This is an optimization exercise on Yosys and OpenROAD, whose aim is small area, a short achievable clock period and few clock cycles per item, not a production implementation.
Only simulation tests tie the RTL to the original design; equivalence was not proved.
Power figures rest on the tool's default switching activity, not on a simulated workload.

== build 11 ==
## positional_list_engine_core
module positional_list_engine_core #(
  parameter int CAPACITY   = plec_pkg::CAPACITY_DEF,
  parameter int ENTRY_BITS = plec_pkg::ENTRY_BITS_DEF
) (
  input  logic                              clk_i,
  input  logic                              rst_ni,
  input  logic                              req_valid_i,
  output logic                              req_ready_o,
  input  logic [plec_pkg::OP_BITS-1:0]      req_op_i,
  input  logic [plec_pkg::INDEX_BITS-1:0]   req_index_i,
  input  logic [plec_pkg::INDEX_BITS-1:0]   req_index_b_i,
  input  logic [plec_pkg::VALUE_BITS-1:0]   req_entry_value_i,
  output logic                              rsp_valid_o,
  input  logic                              rsp_ready_i,
  output logic [plec_pkg::VALUE_BITS-1:0]   rsp_read_value_o,
  output logic [plec_pkg::COUNT_BITS-1:0]   rsp_entry_count_o,
  output logic [plec_pkg::STATUS_BITS-1:0]  rsp_status_o
);
  localparam int W  = ENTRY_BITS;
  localparam int RW = plec_pkg::VALUE_BITS + 7 + plec_pkg::STATUS_BITS;
  logic       rv_q, rdy_q;
  logic       swp_q;
  logic [1:0] st_q;                        
  logic [7:0] gt_ah_q;                     
  logic [7:0] eq_ah_q [2];                 
  logic [7:0] gt_al_q;                     
  logic [7:0] eq_bh_q [2];                 
  logic [W-1:0] wv_q;
  logic [6:0] count_q, count_d;
  logic       inc_q, dec_q;                
  logic       f_xa_q, f_xc_q, f_y_q, f_p_q, f_n_q, f_rd_q;
  logic          v0_q, v1_q, v2_q;
  logic [RW-1:0] d0_q;
  logic [W+1:0]  d1_q;    
  logic [W+3:0]  d2_q;    
  logic          fire, pop;
  logic          rv_d, v0_d, v1_d;
  logic          inc, dec;
  assign fire        = rv_q;
  assign pop         = v0_q & rsp_ready_i;
  assign req_ready_o = rdy_q;
  assign inc = inc_q;      
  assign dec = dec_q;
  assign count_d = inc ? count_q + 7'd1 : (dec ? count_q - 7'd1 : count_q);
  logic       n_ins, n_app, n_rem, n_rd, n_swp;
  logic [7:0] n_eq_ah, n_gt_ah, n_eq_al, n_gt_al, n_eq_bh, n_eq_bl;
  logic [6:0] count_m;
  logic [7:0] c_eq_h, c_gt_h, c_eq_l, c_gt_l, m_eq_h, m_eq_l;
  ...
For scale: ~4,000 cells after synthesis, about 690 flip-flops, ~49 I/O pins, about 37,000 µm² of cells after synthesis.
make LEC_CHECK=0 CAP_MARGIN=20 CORE_MARGIN=2 CORE_UTILIZATION=45 CTS_CLUSTER_DIAMETER=100 CTS_CLUSTER_SIZE=22 PLACE_DENSITY=0.55 SETUP_SLACK_MARGIN=4.9 SLEW_MARGIN=20 SYNTH_HIERARCHICAL=1 finish   # period 7.5 ns
run.sh (not shown) runs the stock make flow with config.mk's settings and CLKGATE_MAP_FILE= SYNTH_SCRIPT=/design/flow/synth_recipe.tcl, a recipe that flattens the netlist after the stock synthesis.
Testbench counts of build 11, summed over its fixed seeds: cycles 16,016, items 16,000.
#### Input delta (build 60 over build 11)
# build 11
export LEC_CHECK = 0
export CAP_MARGIN = 20
export CORE_MARGIN = 2
export CORE_UTILIZATION = 45
export CTS_CLUSTER_DIAMETER = 100
export CTS_CLUSTER_SIZE = 22
export PLACE_DENSITY = 0.55
export SETUP_SLACK_MARGIN = 4.9
export SLEW_MARGIN = 20
export SYNTH_HIERARCHICAL = 1
create_clock -name core_clock -period 7.5 [get_ports {clk_i}]
# build 60
export LEC_CHECK = 0
export CAP_MARGIN = 20
export CORE_MARGIN = 2
export CORE_UTILIZATION = 45
export CTS_CLUSTER_DIAMETER = 80
export CTS_CLUSTER_SIZE = 20
export PLACE_DENSITY = 0.55
export SETUP_SLACK_MARGIN = 4.8
export SLEW_MARGIN = 20
export SYNTH_HIERARCHICAL = 1
create_clock -name core_clock -period 7.5 [get_ports {clk_i}]
Results
Build 60 vs build 11 on aggregate routed wire length: build 60 is the lower one.
Between build 11 and build 60, the number of fill cells is higher for build 60.
Delta (build 60 minus build 11): combinational group share of total power -2.6 points; power density over the cells rose by about 3.6%; slew at the pin closest to its max-slew limit now smaller; count of inserted antenna diode cells fell 30.
Comparing build 11 against build 60, there is no change at all in final-report max-slew violation count.
The setup clock skew after layout was comparable across build 11 and build 60.
Relative to build 11, multi-input combinational area share has increased by 0.65 points in build 60.
Here is what was changed in the inputs of build 82 compared with build 60.
# build 60
export LEC_CHECK = 0
export CAP_MARGIN = 20
export CORE_MARGIN = 2
export CORE_UTILIZATION = 45
export CTS_CLUSTER_DIAMETER = 80
export CTS_CLUSTER_SIZE = 20
export PLACE_DENSITY = 0.55
export SETUP_SLACK_MARGIN = 4.8
export SLEW_MARGIN = 20
export SYNTH_HIERARCHICAL = 1
create_clock -name core_clock -period 7.5 [get_ports {clk_i}]
# build 82
export LEC_CHECK = 0
export CAP_MARGIN = 20
export CORE_MARGIN = 2
export CORE_UTILIZATION = 45
export CTS_CLUSTER_DIAMETER = 100
export CTS_CLUSTER_SIZE = 22
export PLACE_DENSITY = 0.55
export SETUP_SLACK_MARGIN = 4.65
export SLEW_MARGIN = 20
export SYNTH_HIERARCHICAL = 1
create_clock -name core_clock -period 7.5 [get_ports {clk_i}]
Results
- Compared build 82 vs build 60, and number of inserted filler cells in the final layout is up in build 82.
- Re tightest slew margin relative to the limit: build 82 is 7.9 points down on build 60.
- Post-layout instance count excluding filler cells, build 82 vs build 60: down slightly
The following lists how build 73 was set up differently from build 82:
# build 82
export LEC_CHECK = 0
export CAP_MARGIN = 20
export CORE_MARGIN = 2
export CORE_UTILIZATION = 45
export CTS_CLUSTER_DIAMETER = 100
export CTS_CLUSTER_SIZE = 22
export PLACE_DENSITY = 0.55
export SETUP_SLACK_MARGIN = 4.65
export SLEW_MARGIN = 20
export SYNTH_HIERARCHICAL = 1
create_clock -name core_clock -period 7.5 [get_ports {clk_i}]
# build 73
export LEC_CHECK = 0
export CAP_MARGIN = 20
export CORE_MARGIN = 2
export CORE_UTILIZATION = 45
export CTS_CLUSTER_DIAMETER = 80
export CTS_CLUSTER_SIZE = 20
export PLACE_DENSITY = 0.55
export SETUP_SLACK_MARGIN = 4.5
export SLEW_MARGIN = 20
export SYNTH_HIERARCHICAL = 1
create_clock -name core_clock -period 7.5 [get_ports {clk_i}]
Notes after the runs:
Build 73 has completed all stages; timing, DRC and antenna checks passed. Ratio of routed vias to standard cells in build 73 is 1.7% above build 82. Compared to build 82, build 73 has total chip power about 6% higher. Sequential share of layout area sits higher in build 73 than in build 82. The final-layout worst hold slack in build 73 was lower than what build 82 gave. Build 73 has less setup slack than build 82. Diff build 82 -> build 73: core utilization went down 0.48 points; part of the total power dissipated in the clock network went up. For build 73, the capture point of the critical path was g_cell[1].u_cell.g_bit[5].u_bit.q_o, unlike build 82, where it was g_cell[44].u_cell.g_bit[2].u_bit.q_o.
What build 92 does differently from build 73 at the input level:
# build 73
export LEC_CHECK = 0
export CAP_MARGIN = 20
export CORE_MARGIN = 2
export CORE_UTILIZATION = 45
export CTS_CLUSTER_DIAMETER = 80
export CTS_CLUSTER_SIZE = 20
export PLACE_DENSITY = 0.55
export SETUP_SLACK_MARGIN = 4.5
export SLEW_MARGIN = 20
export SYNTH_HIERARCHICAL = 1
create_clock -name core_clock -period 7.5 [get_ports {clk_i}]
# build 92
export LEC_CHECK = 0
export CAP_MARGIN = 20
export CORE_MARGIN = 2
export CORE_UTILIZATION = 45
export CTS_CLUSTER_DIAMETER = 80
export CTS_CLUSTER_SIZE = 20
export PLACE_DENSITY = 0.55
export SETUP_SLACK_MARGIN = 5.0
export SLEW_MARGIN = 20
export SYNTH_HIERARCHICAL = 1
create_clock -name core_clock -period 7.5 [get_ports {clk_i}]
Notes after the runs:
- Build 92 vs build 73: fraction of layout cells with a size suffix above 1 up
- Share of total power consumed by net switching (build 92 over build 73): increase, 0.50 points
- Comparing build 92 against build 73, there is no change at all in synthesized instance count.
- In build 92, post-layout instance area is higher than in build 73.
- The run showing the smaller met3 wirelength from detailed routing is build 73.
- From build 92 to build 73, worst hold path stage count did not move at all.
- From build 73 to build 92 the numbers moved as follows: number of vias after detailed routing now larger, count of buffer and inverter cells on the critical path has increased, worst hold slack across all endpoints rose by 16 ps.
- Diff build 73 -> build 92: clock network area share went down, area added between synthesis and finish went up.
Setup changes, build 92 to build 89
# build 92
export LEC_CHECK = 0
export CAP_MARGIN = 20
export CORE_MARGIN = 2
export CORE_UTILIZATION = 45
export CTS_CLUSTER_DIAMETER = 80
export CTS_CLUSTER_SIZE = 20
export PLACE_DENSITY = 0.55
export SETUP_SLACK_MARGIN = 5.0
export SLEW_MARGIN = 20
export SYNTH_HIERARCHICAL = 1
create_clock -name core_clock -period 7.5 [get_ports {clk_i}]
# build 89
export LEC_CHECK = 0
export CAP_MARGIN = 20
export CORE_MARGIN = 2
export CORE_UTILIZATION = 52
export CTS_CLUSTER_DIAMETER = 100
export CTS_CLUSTER_SIZE = 22
export PLACE_DENSITY = 0.62
export SETUP_SLACK_MARGIN = 4.8
export SLEW_MARGIN = 20
export SYNTH_HIERARCHICAL = 1
create_clock -name core_clock -period 7.5 [get_ports {clk_i}]
==> comparison <==
From build 92 to build 89 the numbers moved as follows: setup slack after layout moved down, sequential share of cell area moved up.
Of build 92 and build 89, the run reporting the lower via count was build 92.
Global routing usage on met1 (higher): build 89
[compare] base=build 92 new=build 89: power consumption dropped about 9%, switching share of power climbed 0.18 points, shortest period the worst path allows climbed 82 ps, wire length of the first global-routing pass dropped about 5%.
Summary — number of clock-tree buffers in the layout, build 89 relative to build 92: lower, by 10.
Re smallest hold slack: build 89 is 39 ps up on build 92.
Compared with build 92, build 89 shows a fraction of the core area covered by cells at the end of the flow that is 6.3 points higher.

## what the ideal ports hide
The flow's constraints put no driver on any port. The routed layouts listed below were extracted and timed again, unchanged, in two steps. Step 1 (the two cells are an assumption about what drives the block):
set clk [get_ports {clk_i}]
set_driving_cell -lib_cell sky130_fd_sc_hd__clkbuf_16 $clk
set_driving_cell -lib_cell sky130_fd_sc_hd__buf_2 [delete_from_list [all_inputs] $clk]
Step 2 adds t to the input delays and takes it off the output delays; t is the mean of the earliest and latest rising clock arrival at the registers after step 1. Input paths then give back, and output paths get back, about the clock's delay inside the block. a / b / c = ideal ports / drivers / drivers and shift; a / b = the first two.
run	t, ns	setup WS [ns]	slew at the worst register clock pin (ns)	worst slew at a driven data input, ns	pins driven straight from the clock port
build 11	0.706	4.704 / 4.631 / 4.239	0.11 / 0.11	0.13	1
build 60	0.704	4.715 / 4.650 / 4.115	0.09 / 0.09	0.13	1
build 82	0.697	4.553 / 4.553 / 4.028	0.10 / 0.10	0.07	1
build 73	0.710	4.408 / 4.408 / 3.927	0.10 / 0.10	0.07	1
build 92	0.709	4.618 / 4.618 / 4.151	0.10 / 0.10	0.13	1
build 89	0.688	4.536 / 4.536 / 4.194	0.11 / 0.11	0.07	1
After both steps setup and hold are still met in every run listed. For build 60, which loses most, drivers alone change the setup slack by -0.065 ns; drivers and shift together by -0.600 ns.
